Background: an optimization exercise with open tools, aiming at small area, a short achievable clock period and few clock cycles. Do not read the settings as production practice. RTL that was checked went through simulation tests only; none was proved equivalent to the original. Only the layout flow was run in run 1; the RTL was not checked for function there. No activity file was given, so power comes from the tool's default toggle rates.

File: design/flow/design.v
module raster_core_multirow #(
   parameter int unsigned CORE_ID      = 3,
   parameter int unsigned NUM_ROWS     = 2,
   parameter int unsigned X_MAX        = 400,
   parameter int unsigned BRAM_LATENCY = 2,
   parameter logic [31:0] LAMBDA_ONE   = 32'h0001_0000,
   parameter int unsigned ADDR_W       = 10
) (
   input  logic              clk,
   input  logic              reset,
   input  logic              s_valid,
   input  logic [31:0]       s_data,
   output logic              s_ready,
   output logic              m_valid,
   input  logic              m_ready,
   output logic [15:0]       m_data,
   output logic              m_last,
   output logic              rch_en,
   output logic [ADDR_W-1:0] rch_addr,
   input  logic [31:0]       rch_data,
   output logic              wch_en,
   output logic [ADDR_W-1:0] wch_addr,
   output logic [31:0]       wch_data
);
   localparam int unsigned NPIX     = NUM_ROWS * X_MAX;
   localparam int unsigned ROW_BASE = CORE_ID * NUM_ROWS;
   localparam int unsigned JSH      = 5;             
   localparam int unsigned NW       = 32 + JSH + 1;  
   typedef enum logic [2:0] {
      M_RX,
      M_PREP,
      M_LOAD,
      M_LOAD2,
      M_INIT,
      M_RAST,
      M_DRAIN
   } mstate_t;
   typedef enum logic [1:0] {
      E_IDLE,
      E_CLEAR,
      E_WB
   } estate_t;
   mstate_t           ms_q;
   estate_t           es_q;
   logic [3:0]        wcnt_q;
   logic              sw_q;     
   logic              swp_q;    
   logic [2:0]        a0_q, a1_q;   
   logic [1:0]        az_q;     
   logic              f6_q, f7_q, row_q, wbq_q;
   logic [11:0]       id_q;
   logic [31:0]       l0_q, l1_q, dx0_q, dx1_q, r0_q, r1_q;
   logic [15:0]       z_q, rz_q;
   logic [16:0]       dz_q;     
   logic [8:0]        x_q;
   logic [ADDR_W-1:0] ra_q, need_q;
   logic [31:0]       c0_q, c1_q;
   logic [15:0]       cz_q;
   logic              skb_q;    
   logic              pls_q;    
   logic              fb0_q, fb1_q;  
   logic              lb_q;     
   logic [31:0]       cs_q;     
   logic [31-JSH:0]   dxs_q;    
   logic              v2_q, v3_q;
   logic [15:0]       zp1_q, zp2_q, zp3_q;
   logic [ADDR_W-1:0] a2_q, a3_q;
   logic              m_valid_q, m_last_q;
   logic [12:0]       m_data_q;
   logic              rch_en_q, wch_en_q;
   logic [ADDR_W-1:0] rch_addr_q, wch_addr_q;
   logic [27:0]       wch_data_q;
   assign m_valid  = m_valid_q;
   assign m_data   = {3'(ROW_BASE >> 1), m_data_q};
   assign m_last   = m_last_q;
   assign rch_en   = rch_en_q;
   assign rch_addr = rch_addr_q;
   assign wch_en   = wch_en_q;
   assign wch_addr = wch_addr_q;
   assign wch_data = {4'b0, wch_data_q};
   logic              acc, prep_add, prep_swap, in_rast, in_init, in_load, cs_load;
   logic [31:0]       sum0, sum1;
   logic [15:0]       sumz;
   logic [NW-1:0]     n0, n1;
   logic [15:0]       nz;
   logic [31:0]       ns;
   logic              fit0, fit1, neg0, neg1, sg0, sg1, ns_big, skb_d, pls_d;
   logic [31:0]       lsum;
   logic              cov, lbig, seg_skip, at_bnd, jump, to_bnd, x_end;
   logic              step, issue, trans, wb_drop, wb_take;
   logic [ADDR_W-1:0] pix_addr;
   logic              eng_free, s_ready_d, s_ready_q;
   function automatic logic [32:0] add33(input logic [32:0] a, input logic [32:0] b,
                                         input logic ci);
      logic [32:0] p, g, pp, gg, gn, pn;
      p = a ^ b;
      g = a & b;
      g[0] = g[0] | (p[0] & ci);
      pp = p;
      gg = g;
      for (int d = 1; d < 33; d = d * 2) begin
         gn = gg;
         pn = pp;
         for (int i = 0; i < 33; i++) begin
            if ((i / d) % 2 == 1) begin
               gn[i] = gg[i] | (pp[i] & gg[(i / d) * d - 1]);
               pn[i] = pp[i] & pp[(i / d) * d - 1];
            end
         end
         gg = gn;
         pp = pn;
      end
      add33 = p ^ {gg[31:0], ci};
   endfunction
   function automatic logic ns_gt_one(input logic [31:0] cs, input logic [26:0] dx);
      logic [10:0] al, bl;
      logic [15:0] ah, bh;
      logic [10:0] g, p;
      logic        c, zl, zh, eh;
      al = cs[15:5];
      bl = dx[10:0];
      ah = cs[31:16];
      bh = dx[26:11];
      g = al & bl;
      p = al | bl;
      c = 1'b0;
      for (int i = 0; i < 11; i++)
         c = g[i] | (p[i] & c);
      zl = !(al[0] ^ bl[0]);
      for (int i = 1; i < 11; i++)
         zl = zl && ((al[i] ^ bl[i]) == (al[i-1] | bl[i-1]));
      zh = 1'b1;
      eh = (ah[1] ^ bh[1]) == (ah[0] & bh[0]);
      for (int i = 1; i < 16; i++)
         zh = zh && ((ah[i] ^ bh[i]) == (ah[i-1] | bh[i-1]));
      for (int i = 2; i < 16; i++)
         eh = eh && ((ah[i] ^ bh[i]) == (ah[i-1] | bh[i-1]));
      zh = zh && ((ah[0] ^ bh[0]) == c);
      eh = eh && zl && ((ah[0] ^ bh[0]) != (al[10] | bl[10])) && cs[4:0] == '0;
      ns_gt_one = !(zh || eh);
   endfunction
   function automatic logic sum_le_one(input logic [30:0] a, input logic [30:0] b);
      logic [15:0] al, bl, g, p;
      logic [14:0] ah, bh;
      logic        c, zl, az, bz;
      al = a[15:0];
      bl = b[15:0];
      ah = a[30:16];
      bh = b[30:16];
      g = al & bl;
      p = al | bl;
      c = 1'b0;
      for (int i = 0; i < 16; i++)
         c = g[i] | (p[i] & c);
      zl = !(al[0] ^ bl[0]);
      for (int i = 1; i < 16; i++)
         zl = zl && ((al[i] ^ bl[i]) == (al[i-1] | bl[i-1]));
      az = ah[14:1] == '0;
      bz = bh[14:1] == '0;
      sum_le_one = az && bz && (
         (!ah[0] && !bh[0] && !c) ||
         (zl && (al[15] | bl[15]) && !ah[0] && !bh[0]) ||
         (zl && al == '0 && bl == '0 && (ah[0] ^ bh[0])));
   endfunction
   function automatic logic [2:0] blk_step(input logic [31:0] c, input logic [31:0] dx);
      logic [25:0] a, b, g, p, gn, pn;
      logic [6:0]  t0, t1, st;
      logic        cy;
      a = c[30:5];
      b = dx[25:0];
      g = a & b;
      p = a ^ b;
      for (int d = 1; d < 26; d = d * 2) begin
         gn = g;
         pn = p;
         for (int i = 0; i < 26; i++) begin
            if ((i / d) % 2 == 1) begin
               gn[i] = g[i] | (p[i] & g[(i / d) * d - 1]);
               pn[i] = p[i] & p[(i / d) * d - 1];
            end
         end
         g = gn;
         p = pn;
      end
      cy = g[25];
      t0 = {dx[31], dx[31:26]} - {6'b0, c[31]};
      t1 = t0 + 7'd1;
      st = cy ? t1 : t0;
      blk_step = {st == '0 || st == '1, st[6], st[0]};
   endfunction
   always_comb begin
      acc       = s_valid && s_ready_d;
      prep_swap = swp_q;
      in_rast   = ms_q == M_RAST;
      in_init   = ms_q == M_INIT;
      in_load   = ms_q == M_LOAD;
      cs_load   = ms_q == M_LOAD2 || prep_swap;
      sum0 = 32'(add33(33'(l0_q), 33'(dx0_q), 1'b0));
      sum1 = 32'(add33(33'(l1_q), 33'(dx1_q), 1'b0));
      sumz = 16'(add33(33'(z_q), 33'(prep_swap ? dz_q[16:1] : dz_q[15:0]), 1'b0));
      lsum = l0_q + l1_q;
      lbig = !sum_le_one(l0_q[30:0], l1_q[30:0]);
      cov  = !l0_q[31] && !l1_q[31] && !lbig;
      n0 = {add33({{(JSH+1){c0_q[31]}}, c0_q[31:JSH]}, {dx0_q[31], dx0_q}, 1'b0),
            c0_q[JSH-1:0]};
      n1 = {add33({{(JSH+1){c1_q[31]}}, c1_q[31:JSH]}, {dx1_q[31], dx1_q}, 1'b0),
            c1_q[JSH-1:0]};
      nz = {11'(add33(33'(cz_q[15:JSH]), 33'(dz_q[15-JSH:0]), 1'b0)), cz_q[JSH-1:0]};
      ns = {27'(add33(33'(cs_q[31:JSH]), 33'(dxs_q), 1'b0)), cs_q[JSH-1:0]};
      {fit0, neg0, sg0} = blk_step(c0_q, dx0_q);
      {fit1, neg1, sg1} = blk_step(c1_q, dx1_q);
      ns_big = ns_gt_one(cs_q, dxs_q);
      skb_d = (c0_q[31] && fit0 && neg0) ||
              (c1_q[31] && fit1 && neg1) ||
              (pls_q &&
               fit0 && fit1 && !sg0 && !sg1 && ns_big);
      pls_d = !sg0 && !sg1 && ns_big;
      seg_skip = (fb0_q && l0_q[31] && c0_q[31]) ||
                 (fb1_q && l1_q[31] && c1_q[31]) ||
                 (fb0_q && fb1_q && lb_q && pls_q);
      at_bnd   = x_q[JSH-1:0] == '0;
      x_end    = x_q >= 9'(X_MAX);
      jump     = in_rast && !x_end && (at_bnd ? skb_q : seg_skip);
      step     = in_rast && !x_end && !jump;
      issue    = step && cov;
      to_bnd   = jump || (step && x_q[JSH-1:0] == '1);
      trans    = in_rast && x_end && !row_q && f7_q;
      pix_addr = row_q ? ADDR_W'(x_q) + ADDR_W'(X_MAX) : ADDR_W'(x_q);
      eng_free = es_q == E_IDLE && !wbq_q;
      wb_drop  = es_q == E_WB && v3_q && m_valid_q && !m_ready;
      wb_take  = es_q == E_WB && v3_q && !wb_drop;
      s_ready_d = s_ready_q;
   end
   logic unused_d;
   assign unused_d = ^{rch_data[31:28], s_data[19:13]};
   mstate_t           ms_n;
   logic [3:0]        wcnt_n;
   logic              wbq_n;
   always_comb begin
      ms_n   = ms_q;
      wcnt_n = wcnt_q;
      case (ms_q)
         M_RX: begin
            if (acc) begin
               wcnt_n = wcnt_q == 4'd9 ? 4'd0 : wcnt_q + 4'd1;
               if (wcnt_q == 4'd9 && (f6_q || f7_q))
                  ms_n = M_PREP;
            end
         end
         M_PREP:  if (sw_q && eng_free) ms_n = f6_q ? M_INIT : M_RAST;
         M_LOAD:  ms_n = M_LOAD2;    
         M_LOAD2: ms_n = M_INIT;     
         M_INIT:  ms_n = M_RAST;     
         M_RAST:  if (x_end) ms_n = (!row_q && f7_q) ? M_LOAD : M_DRAIN;
         default: if (!rch_en_q && !v2_q) ms_n = M_RX;    
      endcase
      wbq_n = wbq_q;
      if (es_q == E_IDLE && wbq_q)
         wbq_n = 1'b0;
      if (acc && wcnt_q == 4'd0 && s_data[12] && !(es_q == E_IDLE && !wbq_q))
         wbq_n = 1'b1;
   end
   assign s_ready = s_ready_q;
   always_ff @(posedge clk) begin
      if (acc && wcnt_q == 4'd0) begin
         id_q <= s_data[31:20];
         f6_q <= !s_data[12] && s_data[5:0] <= 6'(ROW_BASE) &&
                 s_data[11:6] >= 6'(ROW_BASE);
         f7_q <= !s_data[12] && s_data[5:0] <= 6'(ROW_BASE + 1) &&
                 s_data[11:6] >= 6'(ROW_BASE + 1);
      end
      if (acc && wcnt_q == 4'd1)                 l0_q <= s_data;
      else if (a0_q != '0 || step)               l0_q <= sum0;
      else if (in_load || in_init || jump)                   l0_q <= c0_q;
      if (acc && wcnt_q == 4'd2)                 l1_q <= s_data;
      else if (a1_q != '0 || step)               l1_q <= sum1;
      else if (in_load || in_init || jump)                   l1_q <= c1_q;
      if (acc && wcnt_q == 4'd7)                 z_q  <= s_data[15:0];
      else if (az_q != '0 || step)               z_q  <= sumz;
      else if (in_load || in_init || jump)                   z_q  <= cz_q;
      if (acc && wcnt_q == 4'd3)                 r0_q <= s_data;
      else if (prep_swap)                         r0_q <= sum0;
      if (acc && wcnt_q == 4'd5)                 r1_q <= s_data;
      else if (prep_swap)                         r1_q <= sum1;
      if (acc && wcnt_q == 4'd8)                 rz_q <= s_data[15:0];
      else if (prep_swap)                         rz_q <= sumz;
      if (acc && wcnt_q == 4'd4)                 dx0_q <= s_data;
      else if (prep_swap)                         dx0_q <= r0_q;
      if (acc && wcnt_q == 4'd6)                 dx1_q <= s_data;
      else if (prep_swap)                         dx1_q <= r1_q;
      if (acc && wcnt_q == 4'd9)                 dz_q  <= {s_data[15:0], 1'b0};
      else if (prep_swap)                         dz_q  <= {1'b0, rz_q};
      if (prep_swap) begin
         c0_q <= l0_q;
         c1_q <= l1_q;
         cz_q <= z_q;
      end else if (trans) begin
         c0_q <= r0_q;
         c1_q <= r1_q;
         cz_q <= rz_q;
      end else if (in_init || to_bnd) begin
         c0_q <= n0[31:0];
         c1_q <= n1[31:0];
         cz_q <= nz;
      end
      dxs_q <= (32-JSH)'(add33(33'(dx0_q), 33'(dx1_q), 1'b0));
      if (cs_load)
         cs_q <= lsum;
      else if (in_init || to_bnd)
         cs_q <= ns;
      if (cs_load)
         pls_q <= !l0_q[31] && !l1_q[31] && lbig;
      else if (in_init || to_bnd)
         pls_q <= pls_d;
      if (in_init || to_bnd) begin
         fb0_q <= fit0;
         fb1_q <= fit1;
      end
      if (in_init || in_rast)
         skb_q <= skb_d;
      lb_q <= step && !l0_q[31] && !l1_q[31] && lbig;
      if (ms_q == M_PREP && sw_q && eng_free) begin
         row_q <= 1'b0;
         x_q   <= f6_q ? 9'd0 : 9'(X_MAX);
      end else if (trans) begin
         row_q <= 1'b1;
         x_q   <= '0;
      end else if (jump) begin
         x_q   <= {x_q[8:JSH] + 4'd1, JSH'(0)};
      end else if (step) begin
         x_q   <= x_q + 9'd1;
      end
      zp1_q <= z_q;
      zp2_q <= zp1_q;
      zp3_q <= zp2_q;
      a2_q  <= rch_addr_q;
      a3_q  <= a2_q;
      rch_addr_q <= es_q != E_WB ? pix_addr : (wb_drop ? need_q : ra_q);
      wch_addr_q <= es_q == E_CLEAR ? ra_q : (es_q == E_WB ? need_q : a3_q);
      wch_data_q <= es_q == E_IDLE ? {id_q, zp3_q} : '0;
      if (wb_take) begin
         m_data_q <= {need_q >= ADDR_W'(X_MAX), rch_data[27:16]};
         m_last_q <= need_q == ADDR_W'(NPIX - 1);
      end
   end
   always_ff @(posedge clk) begin
      if (reset) begin
         ms_q      <= M_RX;
         es_q      <= E_CLEAR;
         wcnt_q    <= '0;
         sw_q      <= 1'b0;
         swp_q     <= 1'b0;
         a0_q      <= '0;
         a1_q      <= '0;
         az_q      <= '0;
         s_ready_q <= 1'b1;
         wbq_q     <= 1'b0;
         ra_q      <= '0;
         need_q    <= '0;
         v2_q      <= 1'b0;
         v3_q      <= 1'b0;
         m_valid_q <= 1'b0;
         rch_en_q  <= 1'b0;
         wch_en_q  <= 1'b0;
      end else begin
         v2_q     <= rch_en_q && !wb_drop;
         v3_q     <= v2_q && !wb_drop;
         rch_en_q <= issue;
         wch_en_q <= v3_q && es_q == E_IDLE && zp3_q > rch_data[15:0];
         ms_q      <= ms_n;
         wcnt_q    <= wcnt_n;
         wbq_q     <= wbq_n;
         s_ready_q <= ms_n == M_RX && !(wcnt_n == 4'd0 && wbq_n);
         sw_q <= ms_q == M_PREP && (sw_q || prep_swap);
         swp_q <= ms_n == M_PREP && !(ms_q == M_PREP && (sw_q || prep_swap)) &&
                  a0_q <= 3'd1 && a1_q <= 3'd1 && az_q <= 2'd1 &&
                  !(acc && (wcnt_q == 4'd4 || wcnt_q == 4'd6 || wcnt_q == 4'd9));
         if (acc && wcnt_q == 4'd4)
            a0_q <= 3'd6;
         else if (a0_q != '0)
            a0_q <= a0_q - 3'd1;
         if (acc && wcnt_q == 4'd6)
            a1_q <= 3'd6;
         else if (a1_q != '0)
            a1_q <= a1_q - 3'd1;
         if (acc && wcnt_q == 4'd9)
            az_q <= 2'd3;
         else if (az_q != '0)
            az_q <= az_q - 2'd1;
         if (m_valid_q && m_ready)
            m_valid_q <= 1'b0;
         case (es_q)
            E_CLEAR: begin
               wch_en_q <= 1'b1;
               if (ra_q == ADDR_W'(NPIX - 1)) begin
                  ra_q <= '0;
                  es_q <= E_IDLE;
               end else begin
                  ra_q <= ra_q + ADDR_W'(1);
               end
            end
            E_WB: begin
               if (wb_drop) begin
                  rch_en_q <= 1'b1;
                  ra_q     <= need_q + ADDR_W'(1);
               end else begin
                  if (v3_q) begin
                     m_valid_q <= 1'b1;
                     wch_en_q  <= 1'b1;
                     need_q    <= need_q + ADDR_W'(1);
                     if (need_q == ADDR_W'(NPIX - 1)) begin
                        ra_q   <= '0;
                        need_q <= '0;
                        es_q   <= E_IDLE;
                     end
                  end
                  if (ra_q < ADDR_W'(NPIX)) begin
                     rch_en_q <= 1'b1;
                     ra_q     <= ra_q + ADDR_W'(1);
                  end
               end
            end
            default: begin    
               if (wbq_q)
                  es_q <= E_WB;
            end
         endcase
         if (acc && wcnt_q == 4'd0 && s_data[12] && es_q == E_IDLE && !wbq_q)
            es_q <= E_WB;
      end
   end
endmodule
File: design/flow/run.sh
#!/bin/bash
# synth_recipe.tcl (not shown) runs the flow's synth.tcl, then flattens the netlist and writes it again
# the make line also repeats each setting of config.mk as NAME=value (left out here)
make -C /OpenROAD-flow-scripts/flow DESIGN_CONFIG=/design/flow/config.mk WORK_HOME=/design/flow/orfs CLKGATE_MAP_FILE= SYNTH_SCRIPT=/design/flow/synth_recipe.tcl finish
File: design/flow/config.mk
export PLATFORM = sky130hd
export DESIGN_NAME = raster_core_multirow
export DESIGN_NICKNAME = raster_core_multirow
export VERILOG_FILES = /design/flow/design.v
export SDC_FILE = /design/flow/constraint.sdc
export NUM_CORES = 4
export LEC_CHECK = 0
export ABC_AREA = 1
export CAP_MARGIN = 20
export CORE_MARGIN = 2
export CORE_UTILIZATION = 40
export SETUP_SLACK_MARGIN = 4.0
export SLEW_MARGIN = 20
File: design/flow/constraint.sdc
create_clock -name core_clock -period 8.0 [get_ports {clk}]
set_input_delay 1.6000 -clock core_clock [delete_from_list [all_inputs] [get_ports {clk}]]
set_output_delay 1.6000 -clock core_clock [all_outputs]
set_load 0.01 [all_outputs]
==> metrics.yaml, run 1 <==
antenna_found_initial: 0
pin_count: 141
syn_area_mm2: 0.0349
ys_seq_area_share_pct: 44.9
worstPathArrival_ns: 4.10
hold_viol: 0
synth.avg_cell_area_um2: 8.92
finalSetupViolCount: 0
yosys_warnings: 1
ant_nets: 0
drive_gt1_share_pct: 6.15
path_clk_slew_ns: 0.06
grt_first_pass_wirelength_um: 155000
status: "no timing/DRC/antenna violations"
yosysTopAreaCellShare_pct: 33.8
place_congestion: 0.912
vias: 27900
totalWireLength_um: 101000
grt_usage_pct: 22.3
final_common_cell: "nand2_1"
route.detailed.drc: 0
wl_per_cell_um: 19.3
seqCellArea_mm2: 0.0156
cts-buffers-inserted: 67
io_buffer_count: 129
hold_buffers: 0
ir_drop_mv: 0.176
tns_ns: 0
synth_area_leader_cell: "edfxtp_1"
power_leakage_uw: 0.0171
max_slew.worst_pin.slew_ns: 1.09
maxSlewHeadroom_pct: 27.2
max_freq_ghz: 0.266
drt_first_pass_iters: 6
ys_types: 69
post-route-worst-setup-slack_ns: 4.25
min_period_ns: 3.75
syn2layout_area_growth_pct: 14.5
fill_cells: 8264
cts_buffer_depth: 3
design_area_mm2: 0.0399
synthFlopType: "edfxtp_1"
power_density_mw_per_mm2: 312
finClkSkew_ns: 0.0253
worst_setup_path_start_kind: "input port"
crit_fanout: 67
first_iter_violations: 2413
die_h_um: 299
die_w_um: 299
nets: 4434
synthArstFlopShare_pct: 0
rows: 108
initial_core_util_pct: 40.3
maxSlewViolCount: 0
stdcell_count: 5239
tritoncts: "done"
coreArea_mm2: 0.0866
pre_cts_ws_ns: 3.12
routed_via_density: 5.32
clkLatencyLatePin_ns: 0.62
dp_cells: 5102
rsz0062_at_grt: "yes"
layout_common_cells: "nand2_1 (798), inv_1 (463), edfxtp_1 (393)"
yosys-top-cells-area: "edfxtp_1 (34%), dfxtp_1 (11%), ha_1 (11%)"
hold_class: "reg -> reg"
cts.htree.levels: 3
clkSinkCount: 585
die-area_mm2: 0.0896
cp-end-kind: "flop"
multi_input_area_mm2: 0.0170
cts_root_buf: "clkbuf_16"
drv_cap: 0
syn_inst: 3912
place_area_mm2: 0.0374
required_ns: 8.34
grt_max_degree: 82
grt-ovfl-total: 0
total_power_uw: 12500
worst-setup-path-type: "in -> reg"
ys_ff_latch: 585
dp_hpwl_um: 72000
synth-edff-count: 393
finalCritPeriodShare_pct: 46.9
grt_pass1_vias: 26700
[critical path: stages]
cell	delay (ns)
clkdlybuf4s50_1	0.40
nand2_1	0.10
inv_1	0.10
nand3_1	0.17
nor2_1	0.11
nand2_2	0.07
buf_4	0.61
nand2_2	0.52
buf_12	0.34
[per-stage QoR]
step                utilization, %  hold slack [ns]
finish                        46.1            0.320
global route                  46.1            0.322
CTS                           45.9            0.312
detailed placement            43.1            0.312
global placement              43.1            0.311
floorplan                        -            0.310
[metal layers]
layer,up-vias,share of wire [%],global-route usage [%]
li1,13600,-,-
met1,13200,45,31.0
met2,984,45,35.7
met3,158,6.8,3.16
met4,0,3.3,7.55
met5,-,0,0
[logic make-up (layout without fill, tap and decap cells)]
group / Yosys count / after routing / synth area share, %
flops: 585 / 585 / 44.9
other cells: 2 / 9 / 0.0215
mux: 6 / 6 / 0.172
xor+xnor: 202 / 202 / 5.07
compound gates: 832 / 832 / 14.1
fa+ha+maj: 338 / 338 / 13.0
simple gates: 1343 / 1343 / 16.2
buf+inv: 604 / 769 / 6.64
[final cells by class]
| cell class | count | share of cell area [%] |
|---|---|---|
| sequential | 585 | 39.2 |
| clock inverter | 32 | 0.752 |
| inverter | 476 | 4.51 |
| multi-input combinational | 2728 | 42.7 |
| tap | 1155 | 3.62 |
| antenna | 2 | 0.0125 |
| clock buffer | 91 | 5.07 |
| timing repair buffer | 170 | 4.16 |
[flip-flops by register name (all words and copies together) (netlist names), 17 cells and up]
register	flops
c0_q	32
cs_q	32
c1_q	32
r1_q	32
wch_data_q	28
l1_q	32
dx1_q	32
dxs_q	27
r0_q	32
l0_q	32
dz_q	17
dx0_q	32
[cell usage after synthesis, drive strengths merged (3+ instances only)]
library cell  instances
a21o                 14
o21ai               404
a31oi                17
o21bai               13
o22ai                11
nor3                 37
a211oi                7
xnor2                72
nor2                199
dfxtp               192
o21a                  5
mux2i                 6
nand4                25
fa                   39
edfxtp              393
a21boi                7
o221ai               19
ha                  299
o211ai               86
nor3b                 7
nand3b                5
clkinv                4
xor2                130
a21oi               216
nor4                 24
inv                 472
a22oi                 3
or2                  14
nand3               205
clkbuf              101
a221oi               11
o31ai                 4
nand2               825
buf                  27
[path summary, 6_finish.rpt]
| kind | from | depth (start not counted) | end | slack [ns] |
|---|---|---|---|---|
| max reg2reg | swp_q | 26 | z_q[15] | 4.26 |
| min | a2_q[7] | 0 | a3_q[7] | 0.32 |
| max | s_valid | 9 | dx0_q[26] | 4.25 |
| min reg2reg | a2_q[7] | 0 | a3_q[7] | 0.32 |
[power by group]
group          switching [uW]  internal, uW  leakage [uW]
Sequential                455          4000       0.00521
Clock                    1330          1920       0.00115
Combinational            3020          1740        0.0107
Total                    4800          7650        0.0171
[what timing repair did]
action | CTS | global route
buffers inserted | 1 | 9
pin swaps | 0 | 1
resized for setup | 5 | 16
endpoints found under the setup margin | 30 | 168
==> inputs of run 2 (changes only) <==
--- a/design/flow/design.v
+++ b/design/flow/design.v
@@ -62,4 +62,2 @@
    logic              lb_q;     
-   logic [31:0]       cs_q;     
-   logic [31-JSH:0]   dxs_q;    
    logic              v2_q, v3_q;
@@ -85,5 +83,4 @@
    logic [15:0]       nz;
-   logic [31:0]       ns;
+   logic [31:0]       ns_s, ns_k;
    logic              fit0, fit1, neg0, neg1, sg0, sg1, ns_big, skb_d, pls_d;
-   logic [31:0]       lsum;
    logic              cov, lbig, seg_skip, at_bnd, jump, to_bnd, x_end;
@@ -114,11 +111,9 @@
    endfunction
-   function automatic logic ns_gt_one(input logic [31:0] cs, input logic [26:0] dx);
-      logic [10:0] al, bl;
-      logic [15:0] ah, bh;
-      logic [10:0] g, p;
+   function automatic logic gt_one(input logic [31:0] a, input logic [31:0] b);
+      logic [15:0] al, bl, ah, bh, g, p;
       logic        c, zl, zh, eh;
-      al = cs[15:5];
-      bl = dx[10:0];
-      ah = cs[31:16];
-      bh = dx[26:11];
+      al = a[15:0];
+      bl = b[15:0];
+      ah = a[31:16];
+      bh = b[31:16];
       g = al & bl;
@@ -126,9 +121,10 @@
       c = 1'b0;
-      for (int i = 0; i < 11; i++)
+      for (int i = 0; i < 16; i++)
          c = g[i] | (p[i] & c);
       zl = !(al[0] ^ bl[0]);
-      for (int i = 1; i < 11; i++)
+      for (int i = 1; i < 16; i++)
          zl = zl && ((al[i] ^ bl[i]) == (al[i-1] | bl[i-1]));
-      zh = 1'b1;
-      eh = (ah[1] ^ bh[1]) == (ah[0] & bh[0]);
+      zh = (ah[0] ^ bh[0]) == c;
+      eh = ((ah[0] ^ bh[0]) != (al[15] | bl[15])) &&
+           ((ah[1] ^ bh[1]) == (ah[0] & bh[0]));
       for (int i = 1; i < 16; i++)
@@ -137,5 +133,12 @@
          eh = eh && ((ah[i] ^ bh[i]) == (ah[i-1] | bh[i-1]));
-      zh = zh && ((ah[0] ^ bh[0]) == c);
-      eh = eh && zl && ((ah[0] ^ bh[0]) != (al[10] | bl[10])) && cs[4:0] == '0;
-      ns_gt_one = !(zh || eh);
+      gt_one = !(zh || (zl && eh));
+   endfunction
+   function automatic logic [63:0] csa4(input logic [31:0] a, input logic [31:0] b,
+                                        input logic [31:0] d, input logic [31:0] e);
+      logic [31:0] s1, k1, s2, k2;
+      s1 = a ^ b ^ d;
+      k1 = {(a[30:0] & b[30:0]) | (a[30:0] & d[30:0]) | (b[30:0] & d[30:0]), 1'b0};
+      s2 = s1 ^ k1 ^ e;
+      k2 = {(s1[30:0] & k1[30:0]) | (s1[30:0] & e[30:0]) | (k1[30:0] & e[30:0]), 1'b0};
+      csa4 = {s2, k2};
    endfunction
@@ -200,3 +203,2 @@
       sumz = 16'(add33(33'(z_q), 33'(prep_swap ? dz_q[16:1] : dz_q[15:0]), 1'b0));
-      lsum = l0_q + l1_q;
       lbig = !sum_le_one(l0_q[30:0], l1_q[30:0]);
@@ -208,6 +210,6 @@
       nz = {11'(add33(33'(cz_q[15:JSH]), 33'(dz_q[15-JSH:0]), 1'b0)), cz_q[JSH-1:0]};
-      ns = {27'(add33(33'(cs_q[31:JSH]), 33'(dxs_q), 1'b0)), cs_q[JSH-1:0]};
+      {ns_s, ns_k} = csa4(c0_q, c1_q, {dx0_q[31-JSH:0], JSH'(0)}, {dx1_q[31-JSH:0], JSH'(0)});
       {fit0, neg0, sg0} = blk_step(c0_q, dx0_q);
       {fit1, neg1, sg1} = blk_step(c1_q, dx1_q);
-      ns_big = ns_gt_one(cs_q, dxs_q);
+      ns_big = gt_one(ns_s, ns_k);
       skb_d = (c0_q[31] && fit0 && neg0) ||
@@ -305,7 +307,2 @@
       end
-      dxs_q <= (32-JSH)'(add33(33'(dx0_q), 33'(dx1_q), 1'b0));
-      if (cs_load)
-         cs_q <= lsum;
-      else if (in_init || to_bnd)
-         cs_q <= ns;
       if (cs_load)
--- a/design/flow/config.mk
+++ b/design/flow/config.mk
@@ -11,3 +11,3 @@
 export CORE_UTILIZATION = 40
-export SETUP_SLACK_MARGIN = 4.0
+export SETUP_SLACK_MARGIN = 4.5
 export SLEW_MARGIN = 20
==> run 2 against run 1 <==
Die area is 9.7% lower. Setup slack got worse by 0.071 ns. Via count shrank 7.1%. Fmax fell by 1.9%. Synthesized cell count decreased by 12%. Worst hold slack better by 0.0021 ns. Power shrank 16%. Cell count is 8.8% lower. Sequential power fell by 12%. Still clean on timing, DRC and antenna. Count of clock-buffer cells in the layout decreased by 19.
==> metrics.yaml, run 2 <==
first_iter_violations: 2520  # was 2413
path_clk_slew_ns: 0.07  # was 0.06 ns
hold_buffers: 0  # unchanged
worst_setup_path_start_kind: "flop"  # was input port
final_common_cell: "nand2_1"  # unchanged
min_period_ns: 3.82  # was 3.75 ns
fill_cells: 7264  # was 8264
finClkSkew_ns: 0.0226  # was 0.0253 ns
syn_inst: 3426  # was 3912
totalWireLength_um: 99900  # was 101000 um
maxSlewViolCount: 0  # unchanged
grt_first_pass_wirelength_um: 148000  # was 155000 um
max_freq_ghz: 0.261  # was 0.266 GHz
power_density_mw_per_mm2: 272  # was 312 mW/mm^2
die-area_mm2: 0.0809  # was 0.0896 mm^2
drt_first_pass_iters: 5  # was 6
coreArea_mm2: 0.0776  # was 0.0866 mm^2
ys_ff_latch: 526  # was 585
tritoncts: "done"  # unchanged
finalSetupViolCount: 0  # unchanged
cts_buffer_depth: 3  # unchanged
total_power_uw: 10500  # was 12500 uW
grt_max_degree: 85  # was 82
power_leakage_uw: 0.0162  # was 0.0171 uW
yosysTopAreaCellShare_pct: 34.5  # was 33.8%
synthArstFlopShare_pct: 0  # unchanged
crit_fanout: 4  # was 67
synth.most_common_cell: "nand2_1"  # unchanged
cp-end-kind: "flop"  # unchanged
grt_pass1_vias: 24600  # was 26700
syn2layout_area_growth_pct: 22.6  # was 14.5%
layout_common_cells: "nand2_1 (631), inv_1 (461), edfxtp_1 (361)"  # was nand2_1 (798), inv_1 (463), edfxtp_1 (393)
final_core_util_pct: 49.7  # was 46.1%
initial_core_util_pct: 40.5  # was 40.3%
multi_input_area_mm2: 0.0163  # was 0.0170 mm^2
required_ns: 8.36  # was 8.34 ns
hold_class: "reg -> reg"  # unchanged
io_buffer_count: 129  # unchanged
worstPathArrival_ns: 4.18  # was 4.10 ns
syn_area_mm2: 0.0315  # was 0.0349 mm^2
synthFlopType: "edfxtp_1"  # unchanged
wl_per_cell_um: 20.9  # was 19.3 um
worst-setup-path-type: "reg -> reg"  # was in -> reg
route.detailed.drc: 0  # unchanged
maxSlewHeadroom_pct: 30.0  # was 27.2%
hold_slack_ns: 0.322  # was 0.320 ns
grt-ovfl-total: 0  # unchanged
pre_cts_ws_ns: 2.60  # was 3.12 ns
synth-edff-count: 361  # was 393
yosys-top-cells-area: "edfxtp_1 (34%), dfxtp_1 (11%), ha_1 (10%)"  # was edfxtp_1 (34%), dfxtp_1 (11%), ha_1 (11%)
hold_viol: 0  # unchanged
yosys_warnings: 1  # unchanged
cts.htree.levels: 2  # was 3
crit_chain: "buf_4, buf_6, ha_4, fa_2, nand3_2, nand2_2, nand3_2, nand2_4, nand2_2, nand2_2, nand2_2, nand2_2, nand2_2, nand2_2, a21o_4, a21oi_4, o21ai_4, buf_6, buf_6, fa_2, xnor2_1, nand2_1, o21ai_1, o21ai_1"  # was clkdlybuf4s50_1, nand2_1, inv_1, nand3_1, nor2_1, nand2_2, buf_4, nand2_2, buf_12
status: "no timing/DRC/antenna violations"  # unchanged
cts-buffers-inserted: 56  # was 67
post-route-worst-setup-slack_ns: 4.18  # was 4.25 ns
synth_area_leader_cell: "edfxtp_1"  # unchanged
crit_top_cell: "nand2_2"  # unchanged
routed_via_density: 5.42  # was 5.32
tns_ns: 0  # unchanged
clkLatencyLatePin_ns: 0.64  # was 0.62 ns
cpPeakStageDelay_ns: 0.47  # was 0.61 ns
rows: 102  # was 108
finalCritPeriodShare_pct: 47.8  # was 46.9%
max_slew.worst_pin.slew_ns: 1.05  # was 1.09 ns
crit_slowest_cell: "edfxtp_1"  # was buf_4
die_w_um: 284  # was 299 um
die_h_um: 284  # was 299 um
drv_cap: 0  # unchanged
nets: 4097  # was 4434
synth.avg_cell_area_um2: 9.18  # was 8.92 um^2
clkSinkCount: 526  # was 585
ys_top_cells_by_count: "nand2_1 (682), inv_1 (480), o21ai_0 (369), edfxtp_1 (361), ha_1 (260)"  # was nand2_1 (810), inv_1 (466), edfxtp_1 (393), o21ai_0 (370), ha_1 (299)
drive_gt1_share_pct: 14.6  # was 6.15%
ir_drop_mv: 0.254  # was 0.176 mV
pin_count: 141  # unchanged
place_congestion: 0.928  # was 0.912
ys_types: 61  # was 69
antenna_found_initial: 2  # was 0
ys_seq_area_share_pct: 45.0  # was 44.9%
seqCellArea_mm2: 0.0141  # was 0.0156 mm^2
vias: 25900  # was 27900
dp_hpwl_um: 65000  # was 72000 um
cts_root_buf: "clkbuf_16"  # unchanged
ant_nets: 0  # unchanged
grt_usage_pct: 23.7  # was 22.3%
rsz0062_at_grt: "yes"  # unchanged
[run 2: cell count changes after synthesis, sizes merged, moves of 27 or more]
cell	change
nand2	-122
nand3	-82
a21oi	-61
nor2	-53
fa	+41
ha	-39
edfxtp	-32
o211ai	-28
dfxtp	-27
[run 2: cell type report]
type                            instances  share of cell area, %
Multi-Input combinational cell       2313                   42.3
Antenna cell                            1                0.00649
Inverter                              483                   4.81
Timing Repair inverter                  3                 0.0552
Tap cell                             1040                   3.38
Sequential cell                       526                   36.7
Clock buffer                           72                   4.12
Timing Repair Buffer                  306                   7.73
Clock inverter                         33                  0.912
[run 2: path summary, 6_finish.rpt]
kind                                from        to  slack [ns]  cells past startpoint
worst max register to register  dx0_q[0]  c0_q[22]        4.18                     24
worst max-delay path            dx0_q[0]  c0_q[22]        4.18                     24
worst min register to register   a2_q[6]   a3_q[6]        0.32                      0
worst min-delay path             a2_q[6]   a3_q[6]        0.32                      0
[run 2: timing repair]
action | 4_1_cts | 5_1_grt
endpoints found under the setup margin | 410 | 338
pin swaps | 94 | 99
setup buffers | 95 | 52
resized for setup | 183 | 214
cloned | 7 | 6
[run 2: cells by family (layout without fill, tap and decap cells)]
| family | after synthesis | count (layout) | share of synthesized area [%] |
|---|---|---|---|
| AND/OR/NAND/NOR | 1071 | 1078 | 14.3 |
| AO/OA/AOI/OAI | 721 | 721 | 13.4 |
| buffers and inverters | 599 | 897 | 7.23 |
| flip-flops | 526 | 526 | 45.0 |
| adder cells (fa/ha/maj) | 340 | 340 | 15.4 |
| XOR/XNOR | 167 | 167 | 4.70 |
| other | 2 | 8 | 0.0239 |
[run 2: power by group]
group | switching, uW | internal (uW) | total [uW] | leakage (uW)
sequential | 336 | 3580 | 3920 | 0.00464
clock | 1190 | 1550 | 2740 | 0.000956
combinational | 2340 | 1480 | 3820 | 0.0106
total | 3860 | 6610 | 10500 | 0.0162
[run 2: routing by layer]
layer  vias to the layer above  wire, um  GRT usage (%)
met5                         -         9              0
met3                       201      8720           3.11
met2                      1172     44700           38.1
li1                      12100         -              -
met4                         2      3460           7.95
met1                     12400     43000           33.1
[run 2: critical path: cells and delay by family, from the launching register on]
family	cells	cell delay [ns]
adders and majority gates	3	0.85
AOI/OAI and AO/OA	5	0.76
buffers and inverters	4	0.56
xor gates and xnor gates	1	0.14
and+or+nand+nor	11	0.74
DFF	1	0.47
[run 2: stage by stage]
| stage | cells | area [um^2] |
|---|---|---|
| floorplan | 3431 | 31500 |
| global route | 4776 | 38500 |
| global placement | 4509 | 33900 |
| CTS | 4717 | 37200 |
| detailed placement | 4510 | 33900 |
| finish | 4777 | 38600 |
Testbench counts of run 2, summed over its fixed seeds: cycles 88,275.
==> inputs of run 3 (changes only) <==
--- a/design/flow/config.mk
+++ b/design/flow/config.mk
@@ -11,3 +11,3 @@
 export CORE_UTILIZATION = 40
-export SETUP_SLACK_MARGIN = 4.5
+export SETUP_SLACK_MARGIN = 4.0
 export SLEW_MARGIN = 20
==> run 3 against run 2 <==
Non-clock buffer count is 132 lower. Count of clock-buffer cells in the layout is 19 higher. Critical path depth is 13 lower. Wire length is 5.6% lower. Sequential power hardly changed. Utilization is 2.8 points lower. Sequential cell count stayed put. Worst hold slack worse by 0.0039 ns. Critical path type is now in -> reg. Highest routed layer is now met4.
==> metrics.yaml, run 3 <==
io_buffer_count: 129  # unchanged
ys_ff_latch: 526  # unchanged
syn_inst: 3426  # unchanged
cpPeakStageDelay_ns: 0.46  # was 0.47 ns
drv_cap: 0  # unchanged
grt_max_degree: 69  # was 85
crit_top_cell: "nand2_1"  # was nand2_2
nets: 3958  # was 4097
synth.most_common_cell: "nand2_1"  # unchanged
p_clk_share_pct: 27.5  # was 26.1%
power.share.sequential_pct: 39.4  # was 37.4%
dp_hpwl_um: 65200  # was 65000 um
grt_usage_pct: 23.0  # was 23.7%
syn_area_mm2: 0.0315  # unchanged
worst_setup_path_start_kind: "input port"  # was flop
cts-buffers-inserted: 57  # was 56
place_congestion: 0.924  # was 0.928
die_h_um: 284  # unchanged
syn2layout_area_growth_pct: 15.6  # was 22.6%
swShare_pct: 36.0  # was 36.9%
crit_end: "l1_q[18]"  # was c0_q[22]
reg2reg_from: "dx0_q[0]"  # unchanged
first_iter_violations: 2160  # was 2520
hold_class: "reg -> reg"  # unchanged
finalCritPeriodShare_pct: 48.9  # was 47.8%
pwr-share-comb_pct: 33.1  # was 36.4%
power_density_mw_per_mm2: 273  # was 272 mW/mm^2
max_freq_ghz: 0.256  # was 0.261 GHz
pin_count: 141  # unchanged
path_clk_slew_ns: 0.06  # was 0.07 ns
grt-ovfl-total: 0  # unchanged
yosys_warnings: 1  # unchanged
reg2regPathDepth: 28  # was 24
ys_top_cells_by_count: "nand2_1 (682), inv_1 (480), o21ai_0 (369), edfxtp_1 (361), ha_1 (260)"  # unchanged
fill_cells: 7428  # was 7264
maxSlewHeadroom_pct: 31.4  # was 30.0%
synth.avg_cell_area_um2: 9.18  # unchanged
status: "no timing/DRC/antenna violations"  # unchanged
ys_types: 61  # unchanged
min_period_ns: 3.91  # was 3.82 ns
yosys-top-cells-area: "edfxtp_1 (34%), dfxtp_1 (11%), ha_1 (10%)"  # unchanged
path_depth: 11  # was 24
crit_slowest_cell: "clkdlybuf4s50_1"  # was edfxtp_1
cts_buffer_depth: 3  # unchanged
finClkSkew_ns: 0.0461  # was 0.0226 ns
drive_gt1_share_pct: 7.11  # was 14.6%
route.detailed.drc: 0  # unchanged
power_leakage_uw: 0.0153  # was 0.0162 uW
worst-setup-path-type: "in -> reg"  # was reg -> reg
ant_nets: 0  # unchanged
layout_common_cells: "nand2_1 (665), inv_1 (473), o21ai_0 (363)"  # was nand2_1 (631), inv_1 (461), edfxtp_1 (361)
power.switching_uw: 3580  # was 3860 uW
tns_ns: 0  # unchanged
hold_viol: 0  # unchanged
maxSlewViolCount: 0  # unchanged
coreArea_mm2: 0.0776  # unchanged
die_w_um: 284  # unchanged
cts.htree.levels: 2  # unchanged
yosysTopAreaCellShare_pct: 34.5  # unchanged
clkSinkCount: 526  # unchanged
required_ns: 8.29  # was 8.36 ns
place_area_mm2: 0.0339  # about the same
crit_chain: "clkdlybuf4s50_1, nand2_1, nor2_1, nand2_1, nor2_4, inv_6, nand2_1, inv_1, buf_4, nand2_8, buf_6"  # was buf_4, buf_6, ha_4, fa_2, nand3_2, nand2_2, nand3_2, nand2_4, nand2_2, nand2_2, nand2_2, nand2_2, nand2_2, nand2_2, a21o_4, a21oi_4, o21ai_4, buf_6, buf_6, fa_2, xnor2_1, nand2_1, o21ai_1, o21ai_1
final_common_cell: "nand2_1"  # unchanged
max_slew.worst_pin.slew_ns: 1.03  # was 1.05 ns
totalWireLength_um: 94300  # was 99900 um
ir_drop_mv: 0.237  # was 0.254 mV
grt_pass1_vias: 23400  # was 24600
design_area_mm2: 0.0363  # was 0.0386 mm^2
rows: 102  # unchanged
vias: 24600  # was 25900
cts_root_buf: "clkbuf_16"  # unchanged
finalSetupViolCount: 0  # unchanged
crit_fanout: 32  # was 4
p_int_uw: 6350  # was 6610 uW
synthFlopType: "edfxtp_1"  # unchanged
diodes: 0  # was 1
die-area_mm2: 0.0809  # unchanged
antenna_found_initial: 0  # was 2
ys_seq_area_share_pct: 45.0  # unchanged
critPathTopFamily: "buffers and inverters"  # was adder cells
rr_endpoint: "skb_q"  # was c0_q[22]
routed_via_density: 5.31  # was 5.42
wl_per_cell_um: 20.3  # was 20.9 um
worstPathArrival_ns: 4.21  # was 4.18 ns
clkLatencyLatePin_ns: 0.65  # was 0.64 ns
cp-end-kind: "flop"  # unchanged
initial_core_util_pct: 40.5  # unchanged
synth-edff-count: 361  # unchanged
rrSetupSlack_ns: 4.11  # was 4.18 ns
total_power_uw: 9930  # was 10500 uW
rsz0062_at_grt: "yes"  # unchanged
grt_first_pass_wirelength_um: 142000  # was 148000 um
synth_area_leader_cell: "edfxtp_1"  # unchanged
synthArstFlopShare_pct: 0  # unchanged
path_buf_inv: 5  # was 4
tritoncts: "done"  # unchanged
startpoint: "s_valid"  # was dx0_q[0]
drt_first_pass_iters: 6  # was 5
==> run 3: cell counts after synthesis <==
Identical to the previous run, type by type.
==> run 3: worst min-delay path by stage <==
| stage | start | end | slack (ns) | cells past startpoint |
|---|---|---|---|---|
| floorplan | a2_q[0] | a3_q[0] | 0.31 | 0 |
| global placement | a2_q[9] | a3_q[9] | 0.31 | 0 |
| detailed placement | zp1_q[12] | zp2_q[12] | 0.31 | 0 |
| CTS | zp2_q[4] | zp3_q[4] | 0.32 | 0 |
| global route | zp2_q[4] | zp3_q[4] | 0.33 | 0 |
| finish | zp2_q[4] | zp3_q[4] | 0.32 | 0 |
==> run 3: kinds of logic after synthesis <==
family | synth area share, %
simple gates | 14.3
compound gates | 13.4
buf+inv | 7.23
flops | 45.0
fa+ha+maj | 15.4
xor+xnor | 4.70
other cells | 0.0239
==> run 3: power by group through the flow <==
stage | logic [uW] | clock network, uW | registers [uW]
after floorplan | 2260 | 0 | 3830
after global placement | 3060 | 0 | 3980
after detailed placement | 3130 | 0 | 3980
after CTS | 3180 | 2770 | 3920
after global routing | 3700 | 2870 | 3960
final | 3280 | 2730 | 3910
==> run 3: cell type report <==
type | count | area, um^2 | area share, %
multi-input cells | 2308 | 15400 | 42.3
inverters | 483 | 1830 | 5.05
well taps | 1040 | 1300 | 3.58
flip-flops and latches | 526 | 14100 | 38.9
clock buffers | 91 | 1830 | 5.02
repair buffers | 174 | 1720 | 4.73
clock inverters | 17 | 135 | 0.372
==> run 3: metrics by stage <==
stage	cells	setup WS (ns)	util, %	hold WS [ns]
CTS	4625	4.01	46.4	0.321
global placement	4508	2.69	43.6	0.311
finish	4639	4.09	46.8	0.318
detailed placement	4509	2.68	43.7	0.312
global route	4639	3.85	46.8	0.326
floorplan	3431	4.31	-	0.310
==> run 3: what timing repair did <==
item | in CTS | in global routing
pin swaps | 2 | 22
buffers inserted | 6 | 12
gates resized for setup | 19 | 49
cloned | 2 | 0
hold buffers | 0 | 0
endpoints found under the setup margin | 167 | 144
==> run 3: routing by layer <==
metal	wire, um	track usage (%)	up-vias	share of wire, %
met5	0	0	-	0
met4	3020	7.64	0	3.2
met3	8010	3.89	166	8.5
met2	42700	36.8	946	45
met1	40600	31.8	11700	43
li1	-	-	11800	-
==> inputs of run 4 (changes only) <==
--- a/design/flow/design.v
+++ b/design/flow/design.v
@@ -31,5 +31,2 @@
       M_PREP,
-      M_LOAD,
-      M_LOAD2,
-      M_INIT,
       M_RAST,
@@ -54,10 +51,5 @@
    logic [16:0]       dz_q;     
+   logic [31-JSH:0]   dxs_q;    
    logic [8:0]        x_q;
    logic [ADDR_W-1:0] ra_q, need_q;
-   logic [31:0]       c0_q, c1_q;
-   logic [15:0]       cz_q;
-   logic              skb_q;    
-   logic              pls_q;    
-   logic              fb0_q, fb1_q;  
-   logic              lb_q;     
    logic              v2_q, v3_q;
@@ -69,3 +61,4 @@
    logic [ADDR_W-1:0] rch_addr_q, wch_addr_q;
-   logic [27:0]       wch_data_q;
+   logic [15:0]       wch_z_q;
+   logic              wch_id_q;    
    assign m_valid  = m_valid_q;
@@ -77,4 +70,4 @@
    assign wch_addr = wch_addr_q;
-   assign wch_data = {4'b0, wch_data_q};
-   logic              acc, prep_add, prep_swap, in_rast, in_init, in_load, cs_load;
+   assign wch_data = {4'b0, wch_id_q ? id_q : 12'b0, wch_z_q};
+   logic              acc, prep_swap, in_rast;
    logic [31:0]       sum0, sum1;
@@ -84,4 +77,4 @@
    logic [31:0]       ns_s, ns_k;
-   logic              fit0, fit1, neg0, neg1, sg0, sg1, ns_big, skb_d, pls_d;
-   logic              cov, lbig, seg_skip, at_bnd, jump, to_bnd, x_end;
+   logic              fit0, fit1, neg0, neg1, sg0, sg1, ns_big;
+   logic              cov, lbig, skip, jump, x_end;
    logic              step, issue, trans, wb_drop, wb_take;
@@ -111,2 +104,20 @@
    endfunction
+   function automatic logic cout16(input logic [15:0] g, input logic [15:0] p);
+      logic [15:0] gg, pp, gn, pn;
+      gg = g;
+      pp = p;
+      for (int d = 1; d < 16; d = d * 2) begin
+         gn = gg;
+         pn = pp;
+         for (int i = 0; i < 16; i++) begin
+            if ((i / d) % 2 == 1) begin
+               gn[i] = gg[i] | (pp[i] & gg[(i / d) * d - 1]);
+               pn[i] = pp[i] & pp[(i / d) * d - 1];
+            end
+         end
+         gg = gn;
+         pp = pn;
+      end
+      cout16 = gg[15];
+   endfunction
    function automatic logic gt_one(input logic [31:0] a, input logic [31:0] b);
@@ -120,5 +131,3 @@
       p = al | bl;
-      c = 1'b0;
-      for (int i = 0; i < 16; i++)
-         c = g[i] | (p[i] & c);
+      c = cout16(g, p);
       zl = !(al[0] ^ bl[0]);
@@ -135,10 +144,5 @@
    endfunction
-   function automatic logic [63:0] csa4(input logic [31:0] a, input logic [31:0] b,
-                                        input logic [31:0] d, input logic [31:0] e);
-      logic [31:0] s1, k1, s2, k2;
-      s1 = a ^ b ^ d;
-      k1 = {(a[30:0] & b[30:0]) | (a[30:0] & d[30:0]) | (b[30:0] & d[30:0]), 1'b0};
-      s2 = s1 ^ k1 ^ e;
-      k2 = {(s1[30:0] & k1[30:0]) | (s1[30:0] & e[30:0]) | (k1[30:0] & e[30:0]), 1'b0};
-      csa4 = {s2, k2};
+   function automatic logic [63:0] csa3(input logic [31:0] a, input logic [31:0] b,
+                                        input logic [31:0] d);
+      csa3 = {a ^ b ^ d, (a[30:0] & b[30:0]) | (a[30:0] & d[30:0]) | (b[30:0] & d[30:0]), 1'b0};
    endfunction
@@ -154,5 +158,3 @@
       p = al | bl;
-      c = 1'b0;
-      for (int i = 0; i < 16; i++)
-         c = g[i] | (p[i] & c);
+      c = cout16(g, p);
       zl = !(al[0] ^ bl[0]);
@@ -197,5 +199,2 @@
       in_rast   = ms_q == M_RAST;
-      in_init   = ms_q == M_INIT;
-      in_load   = ms_q == M_LOAD;
-      cs_load   = ms_q == M_LOAD2 || prep_swap;
       sum0 = 32'(add33(33'(l0_q), 33'(dx0_q), 1'b0));
@@ -205,25 +204,18 @@
       cov  = !l0_q[31] && !l1_q[31] && !lbig;
-      n0 = {add33({{(JSH+1){c0_q[31]}}, c0_q[31:JSH]}, {dx0_q[31], dx0_q}, 1'b0),
-            c0_q[JSH-1:0]};
-      n1 = {add33({{(JSH+1){c1_q[31]}}, c1_q[31:JSH]}, {dx1_q[31], dx1_q}, 1'b0),
-            c1_q[JSH-1:0]};
-      nz = {11'(add33(33'(cz_q[15:JSH]), 33'(dz_q[15-JSH:0]), 1'b0)), cz_q[JSH-1:0]};
-      {ns_s, ns_k} = csa4(c0_q, c1_q, {dx0_q[31-JSH:0], JSH'(0)}, {dx1_q[31-JSH:0], JSH'(0)});
-      {fit0, neg0, sg0} = blk_step(c0_q, dx0_q);
-      {fit1, neg1, sg1} = blk_step(c1_q, dx1_q);
+      n0 = {add33({{(JSH+1){l0_q[31]}}, l0_q[31:JSH]}, {dx0_q[31], dx0_q}, 1'b0),
+            l0_q[JSH-1:0]};
+      n1 = {add33({{(JSH+1){l1_q[31]}}, l1_q[31:JSH]}, {dx1_q[31], dx1_q}, 1'b0),
+            l1_q[JSH-1:0]};
+      nz = {11'(add33(33'(z_q[15:JSH]), 33'(dz_q[15-JSH:0]), 1'b0)), z_q[JSH-1:0]};
+      {ns_s, ns_k} = csa3(l0_q, l1_q, {dxs_q, JSH'(0)});
+      {fit0, neg0, sg0} = blk_step(l0_q, dx0_q);
+      {fit1, neg1, sg1} = blk_step(l1_q, dx1_q);
       ns_big = gt_one(ns_s, ns_k);
-      skb_d = (c0_q[31] && fit0 && neg0) ||
-              (c1_q[31] && fit1 && neg1) ||
-              (pls_q &&
-               fit0 && fit1 && !sg0 && !sg1 && ns_big);
-      pls_d = !sg0 && !sg1 && ns_big;
-      seg_skip = (fb0_q && l0_q[31] && c0_q[31]) ||
-                 (fb1_q && l1_q[31] && c1_q[31]) ||
-                 (fb0_q && fb1_q && lb_q && pls_q);
-      at_bnd   = x_q[JSH-1:0] == '0;
+      skip = (l0_q[31] && fit0 && neg0) ||
+             (l1_q[31] && fit1 && neg1) ||
+             (!l0_q[31] && !l1_q[31] && lbig && fit0 && fit1 && !sg0 && !sg1 && ns_big);
       x_end    = x_q >= 9'(X_MAX);
-      jump     = in_rast && !x_end && (at_bnd ? skb_q : seg_skip);
-      step     = in_rast && !x_end && !jump;
+      jump     = in_rast && !x_end && skip;
+      step     = in_rast && !x_end && !skip;
       issue    = step && cov;
-      to_bnd   = jump || (step && x_q[JSH-1:0] == '1);
       trans    = in_rast && x_end && !row_q && f7_q;
@@ -251,7 +243,4 @@
          end
-         M_PREP:  if (sw_q && eng_free) ms_n = f6_q ? M_INIT : M_RAST;
-         M_LOAD:  ms_n = M_LOAD2;    
-         M_LOAD2: ms_n = M_INIT;     
-         M_INIT:  ms_n = M_RAST;     
-         M_RAST:  if (x_end) ms_n = (!row_q && f7_q) ? M_LOAD : M_DRAIN;
+         M_PREP:  if (sw_q && eng_free) ms_n = M_RAST;
+         M_RAST:  if (x_end && !(!row_q && f7_q)) ms_n = M_DRAIN;
          default: if (!rch_en_q && !v2_q) ms_n = M_RX;    
@@ -274,10 +263,13 @@
       if (acc && wcnt_q == 4'd1)                 l0_q <= s_data;
+      else if (trans)                             l0_q <= r0_q;
+      else if (jump)                              l0_q <= n0[31:0];
       else if (a0_q != '0 || step)               l0_q <= sum0;
-      else if (in_load || in_init || jump)                   l0_q <= c0_q;
       if (acc && wcnt_q == 4'd2)                 l1_q <= s_data;
+      else if (trans)                             l1_q <= r1_q;
+      else if (jump)                              l1_q <= n1[31:0];
       else if (a1_q != '0 || step)               l1_q <= sum1;
-      else if (in_load || in_init || jump)                   l1_q <= c1_q;
       if (acc && wcnt_q == 4'd7)                 z_q  <= s_data[15:0];
+      else if (trans)                             z_q  <= rz_q;
+      else if (jump)                              z_q  <= nz;
       else if (az_q != '0 || step)               z_q  <= sumz;
-      else if (in_load || in_init || jump)                   z_q  <= cz_q;
       if (acc && wcnt_q == 4'd3)                 r0_q <= s_data;
@@ -294,26 +286,2 @@
       else if (prep_swap)                         dz_q  <= {1'b0, rz_q};
-      if (prep_swap) begin
-         c0_q <= l0_q;
-         c1_q <= l1_q;
-         cz_q <= z_q;
-      end else if (trans) begin
-         c0_q <= r0_q;
-         c1_q <= r1_q;
-         cz_q <= rz_q;
-      end else if (in_init || to_bnd) begin
-         c0_q <= n0[31:0];
-         c1_q <= n1[31:0];
-         cz_q <= nz;
-      end
-      if (cs_load)
-         pls_q <= !l0_q[31] && !l1_q[31] && lbig;
-      else if (in_init || to_bnd)
-         pls_q <= pls_d;
-      if (in_init || to_bnd) begin
-         fb0_q <= fit0;
-         fb1_q <= fit1;
-      end
-      if (in_init || in_rast)
-         skb_q <= skb_d;
-      lb_q <= step && !l0_q[31] && !l1_q[31] && lbig;
       if (ms_q == M_PREP && sw_q && eng_free) begin
@@ -325,3 +293,3 @@
       end else if (jump) begin
-         x_q   <= {x_q[8:JSH] + 4'd1, JSH'(0)};
+         x_q   <= x_q + 9'(1 << JSH);
       end else if (step) begin
@@ -329,2 +297,3 @@
       end
+      dxs_q <= (32-JSH)'(add33(33'(dx0_q), 33'(dx1_q), 1'b0));
       zp1_q <= z_q;
@@ -336,3 +305,4 @@
       wch_addr_q <= es_q == E_CLEAR ? ra_q : (es_q == E_WB ? need_q : a3_q);
-      wch_data_q <= es_q == E_IDLE ? {id_q, zp3_q} : '0;
+      wch_z_q  <= es_q == E_IDLE ? zp3_q : '0;
+      wch_id_q <= es_q == E_IDLE;
       if (wb_take) begin
--- a/design/flow/config.mk
+++ b/design/flow/config.mk
@@ -11,3 +11,3 @@
 export CORE_UTILIZATION = 40
-export SETUP_SLACK_MARGIN = 4.0
+export SETUP_SLACK_MARGIN = 4.4
 export SLEW_MARGIN = 20
==> run 4 against run 3 <==
Still clean on timing, DRC and antenna. Fmax grew 5.7%. Sequential cell count shrank 69. Via count grew 5.8%. Count of clock-buffer cells in the layout shrank 10. Worst hold slack lost 0.0011 ns. Sequential power shrank 5.9%. Register-to-register slack gained 0.19 ns. Setup slack gained 0.21 ns. Final area grew 0.81%. Largest cell class unchanged. Highest routed layer unchanged.
==> metrics.yaml, run 4 <==
status: "no timing/DRC/antenna violations"  # unchanged
totalWireLength_um: 97400  # was 94300 um
finClkSkew_ns: 0.0422  # was 0.0461 ns
die_w_um: 277  # was 284 um
fill_cells: 6957  # was 7428
ys_types: 53  # was 61
p_clk_share_pct: 19.4  # was 27.5%
grt-ovfl-total: 0  # unchanged
tns_ns: 0  # unchanged
synth_top_family_by_area: "simple AND/OR/NAND/NOR gates"  # was adder cells
grt_first_pass_wirelength_um: 145000  # was 142000 um
worst_setup_path_start_kind: "flop"  # was input port
route.detailed.drc: 0  # unchanged
post-route-worst-setup-slack_ns: 4.30  # was 4.09 ns
cts_buffer_depth: 3  # unchanged
tritoncts: "done"  # unchanged
synth-compound-area-share_pct: 11.2  # was 13.4%
path_clk_slew_ns: 0.06  # about the same
yosysTopAreaCellShare_pct: 27.9  # was 34.5%
crit_fanout: 8  # was 32
critPathTopFamily: "simple AND/OR/NAND/NOR gates"  # was buffers and inverters
layout_common_cells: "nand2_1 (788), inv_1 (477), edfxtp_1 (277)"  # was nand2_1 (665), inv_1 (473), o21ai_0 (363)
place_congestion: 0.888  # was 0.924
cpPeakStageDelay_ns: 0.62  # was 0.46 ns
finalCritPeriodShare_pct: 46.3  # was 48.9%
synth-edff-count: 277  # was 361
yosys.area_share.simple_pct: 19.8  # was 14.3%
final_common_cell: "nand2_1"  # unchanged
synth.most_common_cell: "nand2_1"  # unchanged
ys_top_cells_by_count: "nand2_1 (839), inv_1 (492), ha_1 (278), edfxtp_1 (277), nor2_1 (243)"  # was nand2_1 (682), inv_1 (480), o21ai_0 (369), edfxtp_1 (361), ha_1 (260)
coreArea_mm2: 0.0742  # was 0.0776 mm^2
maxSlewHeadroom_pct: 29.2  # was 31.4%
rows: 100  # was 102
power_leakage_uw: 0.0167  # was 0.0153 uW
synthFlopType: "edfxtp_1"  # unchanged
power.share.sequential_pct: 27.7  # was 39.4%
pre_cts_ws_ns: 2.49  # was 2.68 ns
yosys.area_share.adder_pct: 15.7  # was 15.4%
io_buffer_count: 129  # unchanged
hold_viol: 0  # unchanged
dp_hpwl_um: 64400  # was 65200 um
total_power_uw: 13300  # was 9930 uW
hold_class: "reg -> reg"  # unchanged
routed_via_density: 5.34  # was 5.31
grt_usage_pct: 24.5  # was 23.0%
syn2layout_area_growth_pct: 22.7  # was 15.6%
yosys-top-cells-area: "edfxtp_1 (28%), dfxtp_1 (12%), ha_1 (12%)"  # was edfxtp_1 (34%), dfxtp_1 (11%), ha_1 (10%)
crit_top_cell: "nand2_1"  # unchanged
ys_ff_latch: 457  # was 526
worst-setup-path-type: "reg -> reg"  # was in -> reg
synthArstFlopShare_pct: 0  # unchanged
worstPathArrival_ns: 4.20  # was 4.21 ns
rsz0062_at_grt: "yes"  # unchanged
synth_mux_area_share_pct: 0  # unchanged
ys_seq_area_share_pct: 39.9  # was 45.0%
die_h_um: 277  # was 284 um
wl_per_cell_um: 20.0  # was 20.3 um
pwr-share-comb_pct: 52.8  # was 33.1%
syn_area_mm2: 0.0299  # was 0.0315 mm^2
required_ns: 8.49  # was 8.29 ns
synth.avg_cell_area_um2: 8.25  # was 9.18 um^2
min_period_ns: 3.70  # was 3.91 ns
maxSlewViolCount: 0  # unchanged
vias: 26100  # was 24600
drv_cap: 0  # unchanged
initial_core_util_pct: 40.2  # was 40.5%
clkSinkCount: 457  # was 526
yosys_warnings: 1  # unchanged
cp-end-kind: "flop"  # unchanged
p_int_uw: 7760  # was 6350 uW
power.switching_uw: 5510  # was 3580 uW
diodes: 0  # unchanged
max_freq_ghz: 0.270  # was 0.256 GHz
nets: 4273  # was 3958
swShare_pct: 41.5  # was 36.0%
crit_chain: "fa_1, inv_1, ha_2, or2_4, nor4_4, nand2_1, nand2_1, nand2_1, nand3_2, nand2_4, nand2_4, nand2_2, nor2_2, nand3_2, nand3_4, nand2_8, buf_12, buf_16, nor2_4, nand2_1, nand2_1, inv_1, nand2_1"  # was clkdlybuf4s50_1, nand2_1, nor2_1, nand2_1, nor2_4, inv_6, nand2_1, inv_1, buf_4, nand2_8, buf_6
drive_gt1_share_pct: 11.6  # was 7.11%
die-area_mm2: 0.0768  # was 0.0809 mm^2
synth_area_leader_cell: "edfxtp_1"  # unchanged
max_slew.worst_pin.slew_ns: 1.06  # was 1.03 ns
finalSetupViolCount: 0  # unchanged
crit_slowest_cell: "fa_1"  # was clkdlybuf4s50_1
cts_root_buf: "clkbuf_16"  # unchanged
clkLatencyLatePin_ns: 0.65  # about the same
grt_max_degree: 71  # was 69
ir_drop_mv: 0.206  # was 0.237 mV
place_area_mm2: 0.0321  # was 0.0339 mm^2
power_density_mw_per_mm2: 362  # was 273 mW/mm^2
cts.htree.levels: 2  # unchanged
path_buf_inv: 4  # was 5
grt_pass1_vias: 24300  # was 23400
hold_buffers: 0  # unchanged
antenna_found_initial: 1  # was 0
cts-buffers-inserted: 54  # was 57
design_area_mm2: 0.0366  # was 0.0363 mm^2
syn_inst: 3621  # was 3426
first_iter_violations: 2358  # was 2160
ant_nets: 0  # unchanged
synth_xor_area_share_pct: 5.25  # was 4.70%
drt_first_pass_iters: 6  # unchanged
pin_count: 141  # unchanged
[run 4: cell count changes in the layout (fill, tap and decap cells not counted), sizes merged, moves of 11 or more]
cell / previous run / this run
a21oi: 155 / 228
nor2: 148 / 245
dfxtp: 165 / 180
buf: 45 / 158
ha: 260 / 278
o221ai: 37 / 10
nand2: 703 / 850
inv: 481 / 492
edfxtp: 361 / 277
o211ai: 58 / 13
fa: 80 / 61
nand3: 123 / 236
a22oi: 2 / 17
o21ai: 385 / 252
[run 4: cells by family after synthesis]
family / after synthesis
flip-flops: 457
adder cells (fa/ha/maj): 339
other: 2
AND/OR/NAND/NOR: 1425
AO/OA/AOI/OAI: 603
XOR/XNOR: 179
buffers and inverters: 616
[run 4: final timing paths]
check,endpoint,slack (ns),startpoint,cells past startpoint
hold reg to reg,zp3_q[1],0.32,zp2_q[1],0
hold / removal,zp3_q[1],0.32,zp2_q[1],0
setup reg to reg,l1_q[8],4.30,l0_q[11],23
setup / recovery,l1_q[8],4.30,l0_q[11],23
[run 4: what timing repair did]
action | CTS | global route
setup endpoints to repair | 354 | 296
setup buffers | 84 | 39
pin swaps | 64 | 70
resized for setup | 161 | 145
cloned | 14 | 7
endpoints found under the hold margin | 0 | 0
[run 4: power groups by stage]
stage / logic (uW) / registers (uW) / clock network, uW
after floorplan: 4390 / 3650 / 0
after global placement: 5730 / 3850 / 0
after detailed placement: 5800 / 3860 / 0
after CTS: 6490 / 3700 / 2620
after global routing: 7870 / 3740 / 2710
final: 7010 / 3680 / 2580
[run 4: routing by layer]
layer  GRT usage, %  vias to the layer above  share of wire, %
met2           39.5                      988                46
met5              0                        -                 0
met4           8.10                        0               3.5
met1           33.9                    12400                43
met3           3.54                      169               7.8
li1               -                    12500                 -
[run 4: layout make-up]
type                    count  area, um^2  share of cell area, %
multi-input cells        2560       16600                   45.4
flip-flops and latches    457       11900                   32.5
repair buffers            291        3050                   8.32
inverters                 501        1930                   5.26
clock buffers              81        1660                   4.53
well taps                 969        1210                   3.31
clock inverters            21         214                  0.584
repair inverters            1        5.00                 0.0137
[run 4: per-stage QoR]
stage	hold WS (ns)	std cells	utilization, %
6_report	0.317	4881	49.4
5_1_grt	0.330	4881	49.4
4_1_cts	0.319	4835	48.0
3_5_place_dp	0.312	4635	43.3
3_3_place_gp	0.310	4635	43.3
2_1_floorplan	0.310	3626	-
Testbench counts of run 4, summed over its fixed seeds: cycles 86,487.

## separate check: timing with driven ports
No port has a modelled driver above. Below, the same layouts with a new extraction and two added sets of constraints.
Step 1: set_driving_cell puts a clkbuf_16 on clk and a buf_2 on each other input, an assumption about the parent block.
Step 2 adds t to the input delays and takes it off the output delays; t is the mean of the earliest and latest rising clock arrival at the registers after step 1. Input paths then give back, and output paths get back, about the clock's delay inside the block.
Slacks: ideal ports / drivers / drivers and shift; pairs: ideal ports / drivers.
| run | t (ns) | setup WS [ns] | worst slew at a driven data input, ns |
|---|---|---|---|
| run 1 | 0.675 | 4.246 / 4.263 / 3.595 | 0.07 |
| run 2 | 0.698 | 4.175 / 4.175 / 3.762 | 0.07 |
| run 3 | 0.694 | 4.087 / 4.110 / 3.433 | 0.09 |
| run 4 | 0.694 | 4.298 / 4.298 / 3.808 | 0.06 |
After both steps setup and hold are still met in every run listed. For run 3, which loses most, drivers alone change the setup slack by +0.023 ns; drivers and shift together by -0.654 ns.
